Context: an optimization exercise on an open-source flow, tuned for small area, a short achievable clock period and few clock cycles per item. The choices shown serve that exercise and are no tape-out recipe. The RTL was checked by simulation tests, not by an equivalence proof against the original design. Power and IR drop assume default switching activity.

==> inputs of fjord <==
// layer_fade_ramp_engine
module layer_fade_ramp_engine (
  input  logic        clk,
  input  logic        rst,
  input  logic        cfg_we,
  input  logic [2:0]  cfg_index,
  input  logic [15:0] cfg_data,
  input  logic        in_valid,
  output logic        in_ready,
  input  logic        req_type,
  input  logic [15:0] elapsed_ms,
  input  logic [15:0] req_opacity,
  input  logic [15:0] req_brightness,
  input  logic [15:0] req_saturation,
  input  logic        owner_alive,
  input  logic        modal_active,
  input  logic        layer_is_modal,
  input  logic        closing,
  output logic        out_valid,
  input  logic        out_ready,
  output logic [15:0] out_opacity,
  output logic [15:0] out_brightness,
  output logic [15:0] out_saturation,
  output logic        needs_repaint,
  output logic        stopped
);
  localparam int SD = lfre_pkg::DIV_STAGES;
  localparam int ND = 16 / SD;
  localparam int SP = lfre_pkg::PCT_STAGES;
  localparam int NP = 16 / SP;
  logic        ramp_style;
  logic [15:0] period_ms;
  logic [15:0] duration_ms;
  logic        dim_unresp;
  logic [6:0]  pct_b, pct_s;
  logic        psat_ok;
  logic [15:0] cur_o, cur_b, cur_s;
  logic [15:0] goal_o, goal_b, goal_s;
  logic [16:0] delta_o, delta_b, delta_s;
  logic [15:0] step;
  logic [13:0] st12;
  logic [14:0] st6;
  logic [15:0] tl;
  logic        ov_r, rp_r, stp_r;
  typedef enum logic [2:0] {E_IDLE, E_SDIV, E_FIX, E_MUL, E_DIV, E_APPLY, E_DONE} eng_t;
  eng_t        eng;
  logic [15:0] rem, quo, dvs;
  logic [3:0]  cnt;
  logic [1:0]  r12, r6;
  logic [1:0]  ch;
  logic        ovf, pos;
  logic [4:0]  pcnt;
  logic [15:0] qb_sat, qs_sat;
  logic [15:0] eff_s, t_o, t_b, t_s;
  ...
Settings: LEC_CHECK=0, CAP_MARGIN=20, CORE_MARGIN=2, CORE_UTILIZATION=40, SLEW_MARGIN=20; clock period 11.0 ns.
run.sh (not shown) runs the stock make flow with config.mk's settings and CLKGATE_MAP_FILE= SYNTH_SCRIPT=/design/flow/synth_recipe.tcl, a recipe that flattens the netlist after the stock synthesis.
==> juniper: changes against fjord <==
--- a/flow/design.v
+++ b/flow/design.v
@@ -4,16 +4,16 @@
   localparam logic [2:0]  CFG_PERIOD      = 3'd1;
   localparam logic [2:0]  CFG_DURATION    = 3'd2;
   localparam logic [2:0]  CFG_DIM_UNRESP  = 3'd3;
   localparam logic [2:0]  CFG_UNRESP_BPCT = 3'd4;
   localparam logic [2:0]  CFG_UNRESP_SPCT = 3'd5;
   localparam logic [2:0]  CFG_PSAT_OK     = 3'd6;
   localparam logic [15:0] MODAL_BRIGHT = 16'hA8A8;
-  localparam int DIV_STAGES = 4;
-  localparam int PCT_STAGES = 4;
+  localparam int DIV_STAGES = 2;
+  localparam int PCT_STAGES = 2;
 endpackage
 `timescale 1ns / 1ps
 `timescale 1ns / 1ps
 module lfre_pct (
   input  logic        clk,
   input  logic        clr,
   input  logic        en,
@@ -55,14 +55,35 @@
       r <= r_n;
       q <= q_n;
     end
   end
   assign q_sat = q[16] ? 16'hFFFF : q[15:0];
 endmodule
 `timescale 1ns / 1ps
+module lfre_slew (
+  input  logic [15:0] c,
+  input  logic [15:0] t,
+  input  logic [15:0] k,
+  output logic [16:0] dif,
+  output logic        eq,
+  output logic        sel_t,
+  output logic [15:0] v
+);
+  logic [16:0] up, dn;
+  logic        gt, up_ge, dn_le;
+  assign dif   = {1'b0, t} - {1'b0, c};
+  assign eq    = dif == 17'd0;
+  assign gt    = !dif[16] && !eq;
+  assign up    = {1'b0, c} + {1'b0, k};
+  assign dn    = {1'b0, c} - {1'b0, k};
+  assign up_ge = up >= {1'b0, t};
+  assign dn_le = dn[16] || dn[15:0] <= t;
+  assign sel_t = eq || (gt ? up_ge : dn_le);
+  assign v     = sel_t ? t : (gt ? up[15:0] : dn[15:0]);
+endmodule
 `timescale 1ns / 1ps
 module layer_fade_ramp_engine (
   input  logic        clk,
   input  logic        rst,
   input  logic        cfg_we,
   input  logic [2:0]  cfg_index,
   input  logic [15:0] cfg_data,
@@ -105,34 +126,39 @@
   logic        ov_r, rp_r, stp_r;
   typedef enum logic [2:0] {E_IDLE, E_SDIV, E_FIX, E_MUL, E_DIV, E_APPLY, E_DONE} eng_t;
   eng_t        eng;
   logic [15:0] rem, quo, dvs;
   logic [3:0]  cnt;
   logic [1:0]  r12, r6;
   logic [1:0]  ch;
-  logic        ovf, pos;
+  logic        ovf, pos, srp;
   logic [4:0]  pcnt;
   logic [15:0] qb_sat, qs_sat;
   logic [15:0] eff_s, t_o, t_b, t_s;
   logic        idle, dim_path, need_pb, need_ps, modal_ovr, new_goal, step_nz;
   logic        pct_need, pct_done, pct_ok, out_free, slow_cond;
   logic        paint_go, paint_fast, slow_start, slow_done, tick_acc, accept;
   assign eff_s     = psat_ok ? cur_s : req_saturation;
-  assign idle      = owner_alive && !closing && !modal_active &&
-                     cur_o == req_opacity && cur_b == req_brightness &&
-                     eff_s == req_saturation;
   assign dim_path  = !owner_alive && dim_unresp;
   assign need_pb   = dim_path && pct_b != 7'd100;
   assign need_ps   = dim_path && pct_s != 7'd100 && psat_ok;
   assign modal_ovr = !dim_path && modal_active && !layer_is_modal;
   assign t_o       = closing ? 16'd0 : req_opacity;
   assign t_b       = need_pb ? qb_sat : (modal_ovr ? lfre_pkg::MODAL_BRIGHT : req_brightness);
   assign t_s       = need_ps ? qs_sat : (modal_ovr ? 16'd0 : req_saturation);
   assign new_goal  = ramp_style && (t_o != goal_o || t_b != goal_b || t_s != goal_s);
   assign step_nz   = step != 16'd0;
+  logic [16:0] dif_o, dif_b, dif_s;
+  logic        eq_o, eq_b, eq_s;
+  logic        st_o, st_b, st_s;
+  logic [15:0] sv_o, sv_b, sv_s;
+  lfre_slew u_sl_o (.c(cur_o), .t(t_o), .k(step),           .dif(dif_o), .eq(eq_o), .sel_t(st_o), .v(sv_o));
+  lfre_slew u_sl_b (.c(cur_b), .t(t_b), .k({2'd0, st12}),   .dif(dif_b), .eq(eq_b), .sel_t(st_b), .v(sv_b));
+  lfre_slew u_sl_s (.c(eff_s), .t(t_s), .k({1'd0, st6}),    .dif(dif_s), .eq(eq_s), .sel_t(st_s), .v(sv_s));
+  assign idle      = owner_alive && !closing && !modal_active && eq_o && eq_b && eq_s;
   assign pct_need  = in_valid && req_type && (need_pb || need_ps);
   assign pct_done  = pcnt == 5'(NP);
   assign pct_ok    = !(need_pb || need_ps) || pct_done;
   assign out_free  = !ov_r || out_ready;
   assign slow_cond = ramp_style && step_nz && !new_goal && !idle;
   assign paint_go   = in_valid && req_type && eng == E_IDLE && out_free && pct_ok;
   assign paint_fast = paint_go && !slow_cond;
@@ -149,35 +175,28 @@
     .clk (clk), .clr (rst || accept), .en (pct_need && !pct_done), .cnt (pcnt[3:0]),
     .x (req_saturation), .pct (pct_s), .q_sat (qs_sat)
   );
   always_ff @(posedge clk) begin
     if (rst || accept) pcnt <= '0;
     else if (pct_need && !pct_done) pcnt <= pcnt + 5'd1;
   end
-  function automatic logic [15:0] slew(input logic [15:0] c, input logic [15:0] t,
-                                       input logic [15:0] k);
-    logic [16:0] up;
-    logic [15:0] dn;
-    up = {1'b0, c} + {1'b0, k};
-    dn = (k >= c) ? 16'd0 : c - k;
-    if (t > c)      slew = (up > {1'b0, t}) ? t : up[15:0];
-    else if (t < c) slew = (dn < t) ? t : dn;
-    else            slew = c;
-  endfunction
   logic [15:0] v_o, v_b, v_s;
-  logic        do_step, vpos;
+  logic        do_step, vpos, rp_f;
   always_comb begin
+    rp_f = 1'b0;
     if (!ramp_style) begin
-      v_o = slew(cur_o, t_o, step);
-      v_b = slew(cur_b, t_b, {2'd0, st12});
-      v_s = slew(eff_s, t_s, {1'd0, st6});
+      v_o  = sv_o;
+      v_b  = sv_b;
+      v_s  = sv_s;
+      rp_f = !(st_o && st_b && st_s);
     end else if (duration_ms != 16'd0) begin
-      v_o = cur_o;
-      v_b = cur_b;
-      v_s = eff_s;
+      v_o  = cur_o;
+      v_b  = cur_b;
+      v_s  = eff_s;
+      rp_f = !(eq_o && eq_b && eq_s);
     end else begin
       v_o = t_o;
       v_b = t_b;
       v_s = t_s;
     end
     do_step = !idle && (ramp_style ? new_goal : step_nz);
     vpos    = v_o != 16'd0;
@@ -214,24 +233,33 @@
       if (bi >= 1) begin
         rr    = {r6_d, ge};
         st6_d = {st6_d[13:0], rr >= 3'd3};
         r6_d  = (rr >= 3'd3) ? 2'(rr - 3'd3) : rr[1:0];
       end
     end
   end
+  logic [15:0] em1;
+  assign em1 = elapsed_ms - 16'd1;
   logic [16:0] msum;
   assign msum = {1'b0, rem} + (quo[0] ? {1'b0, dvs} : 17'd0);
-  logic [16:0] d_ch, absd_o, absd_b, absd_s;
+  logic [16:0] d_ch, absd_b;
   logic [15:0] t_ch;
   logic [16:0] q_ap;
   logic signed [18:0] v_ap;
   logic [15:0] v_apc;
-  assign absd_o = delta_o[16] ? 17'(-delta_o) : delta_o;
-  assign absd_b = delta_b[16] ? 17'(-delta_b) : delta_b;
-  assign absd_s = delta_s[16] ? 17'(-delta_s) : delta_s;
+  logic [16:0] d_nx;
+  always_comb begin
+    case (ch)
+      2'd0:    d_nx = delta_b;
+      default: d_nx = delta_s;
+    endcase
+  end
+  logic [16:0] d_ld;
+  assign d_ld   = (eng == E_APPLY) ? d_nx : delta_o;
+  assign absd_b = d_ld[16] ? 17'(-d_ld) : d_ld;
   always_comb begin
     case (ch)
       2'd0:    begin d_ch = delta_o; t_ch = t_o; end
       2'd1:    begin d_ch = delta_b; t_ch = t_b; end
       default: begin d_ch = delta_s; t_ch = t_s; end
     endcase
     q_ap  = (duration_ms == 16'd0) ? 17'd0 : (ovf ? 17'h10000 : {1'b0, quo});
@@ -270,14 +298,15 @@
       tl   <= '0;
       ov_r <= 1'b0; rp_r <= 1'b0; stp_r <= 1'b0;
       eng  <= E_IDLE;
       cnt  <= '0;
       ch   <= '0;
       ovf  <= 1'b0;
       pos  <= 1'b0;
+      srp  <= 1'b0;
       r12  <= '0;
       r6   <= '0;
     end else begin
       if (out_ready) ov_r <= 1'b0;
       case (eng)
         E_SDIV: begin
           rem  <= rem_d;
@@ -315,28 +344,29 @@
           if (cnt == 4'd0) ovf <= rem >= dvs;
           if (cnt == 4'(ND - 1)) eng <= E_APPLY;
         end
         E_APPLY: begin
           cnt <= '0;
           rem <= '0;
           quo <= tl;
+          if (v_apc != t_ch) srp <= 1'b1;
           if (ch == 2'd0) begin
             cur_o <= v_apc;
             pos   <= !v_ap[18] && v_ap != 19'sd0;
             if (v_ap[18] || v_ap == 19'sd0) begin
               eng <= E_DONE;
             end else begin
               ch  <= 2'd1;
               dvs <= absd_b[15:0];
               eng <= E_MUL;
             end
           end else if (ch == 2'd1) begin
             cur_b <= v_apc;
             ch    <= 2'd2;
-            dvs   <= absd_s[15:0];
+            dvs   <= absd_b[15:0];
             eng   <= E_MUL;
           end else begin
             cur_s <= v_apc;
             eng   <= E_DONE;
           end
         end
         default: ;
@@ -349,16 +379,16 @@
             eng  <= E_IDLE;
           end else if (elapsed_ms == 16'd0) begin
             step <= 16'd12; st12 <= 14'd1; st6 <= 15'd2;
             eng  <= E_IDLE;
           end else begin
             eng <= E_SDIV;
             cnt <= '0;
-            rem <= elapsed_ms - 16'd1;
-            quo <= 16'd0 - elapsed_ms;
+            rem <= em1;
+            quo <= ~em1;
             dvs <= period_ms;
             r12 <= '0;
             r6  <= '0;
           end
         end else begin
           eng  <= E_IDLE;
           st12 <= '0;
@@ -378,43 +408,44 @@
         stp_r <= 1'b0;
         if (do_step) begin
           step <= '0; st12 <= '0; st6 <= '0;
           if (vpos) begin
             cur_o <= v_o;
             cur_b <= v_b;
             cur_s <= v_s;
-            rp_r  <= v_o != t_o || v_b != t_b || v_s != t_s;
+            rp_r  <= rp_f;
           end else begin
             cur_o <= 16'd0;
             stp_r <= 1'b1;
           end
         end
         if (ramp_style && new_goal && !idle) begin
           tl      <= duration_ms;
-          delta_o <= {1'b0, t_o} - {1'b0, cur_o};
-          delta_b <= {1'b0, t_b} - {1'b0, cur_b};
-          delta_s <= {1'b0, t_s} - {1'b0, eff_s};
+          delta_o <= dif_o;
+          delta_b <= dif_b;
+          delta_s <= dif_s;
           goal_o  <= t_o;
           goal_b  <= t_b;
           goal_s  <= t_s;
         end
       end
       if (slow_start) begin
+        srp   <= 1'b0;
         cur_s <= eff_s;
         ch    <= 2'd0;
         cnt   <= '0;
         rem   <= '0;
         quo   <= tl;
-        dvs   <= absd_o[15:0];
+        dvs   <= absd_b[15:0];
         eng   <= E_MUL;
       end
       if (slow_done) begin
         ov_r  <= 1'b1;
         step  <= '0; st12 <= '0; st6 <= '0;
-        rp_r  <= pos && (cur_o != t_o || cur_b != t_b || cur_s != t_s);
+        rp_r  <= pos && srp;
         stp_r <= !pos;
         eng   <= E_IDLE;
       end
     end
   end
   assign out_valid      = ov_r;
   assign out_opacity    = cur_o;
==> summary.txt <==
| quantity | fjord | juniper |
|---|---|---|
| Status | finished with violations | timing/DRC/antenna clean |
| Violated checks | setup timing | - |
| Cell area after technology mapping | 48,500 um^2 | 40,400 um^2 |
| Floorplan die height | 352 um | 322 um |
| Share of the final layout cell area in multi-input gates | 64.9% | 66.6% |
| Synth Area in XOR/XNOR | 8.12% | 6.33% |
| Site row count | 127 | 116 |
| GRT Resource Usage Total | 36.6% | 30.9% |
| Share of synthesized cell area in full adder, half adder and majority cells | 14.6% | 14.4% |
| Multi-input logic area | 39,900 um^2 | 30,000 um^2 |
| Clock share of power | 8.1% | 28.3% |
| Sequential cell area share | 13.0% | 17.9% |
| Final WL | 240,000 um | 165,000 um |
| Final Util | 51.2% | 44.9% |
| Number of cells in the design after placement | 8,857 | 6,698 |
| Min Clock Period, post-route | 12.36 ns | 10.41 ns |
| Sequential element share of the synthesized area | 16.5% | 19.9% |
| Share of the synthesized area in compound gates (AO/OA/AOI/OAI) | 29.1% | 27.3% |
| Worst-case headroom to the max-slew limit | 13.3% | 21.8% |
| Net count after synthesis | 7,422 | 5,989 |
| Clock skew after layout | 0.0354 ns | 0.0282 ns |
| Wire length the detailed router placed on met1 | 100,000 um | 72,400 um |
Testbench counts of fjord, summed over its fixed seeds: cycles 16,210, items 10,240.
Testbench counts of juniper, summed over its fixed seeds: cycles 22,046, items 10,240.

## afterwards: timing with drivers on the ports
The flow's constraints put no driver on any port. The routed layouts listed below were extracted and timed again, unchanged, in two steps. Step 1, drivers: a clkbuf_16 drives clk and a buf_2 each remaining input, both assumed. Step 2 times the ports against the registers' clock, not the clock port: input delays grow and output delays shrink by t, the midpoint of the rising clock arrivals with the driver on. a / b / c = ideal / step 1 / step 2; a / b = the first two.
| run | t (ns) | setup slack, ns | hold WS [ns] | worst slew at a driven data input, ns |
|---|---|---|---|---|
| fjord | 0.730 | -1.357 / -1.308 / -2.038 | 0.464 / 0.464 / 0.464 | 0.11 |
| juniper | 0.689 | 0.590 / 0.564 / 0.376 | 0.472 / 0.472 / 0.472 | 0.04 |
The setup slack of fjord, which loses most, moves by +0.049 ns with the drivers and by -0.681 ns with both steps.
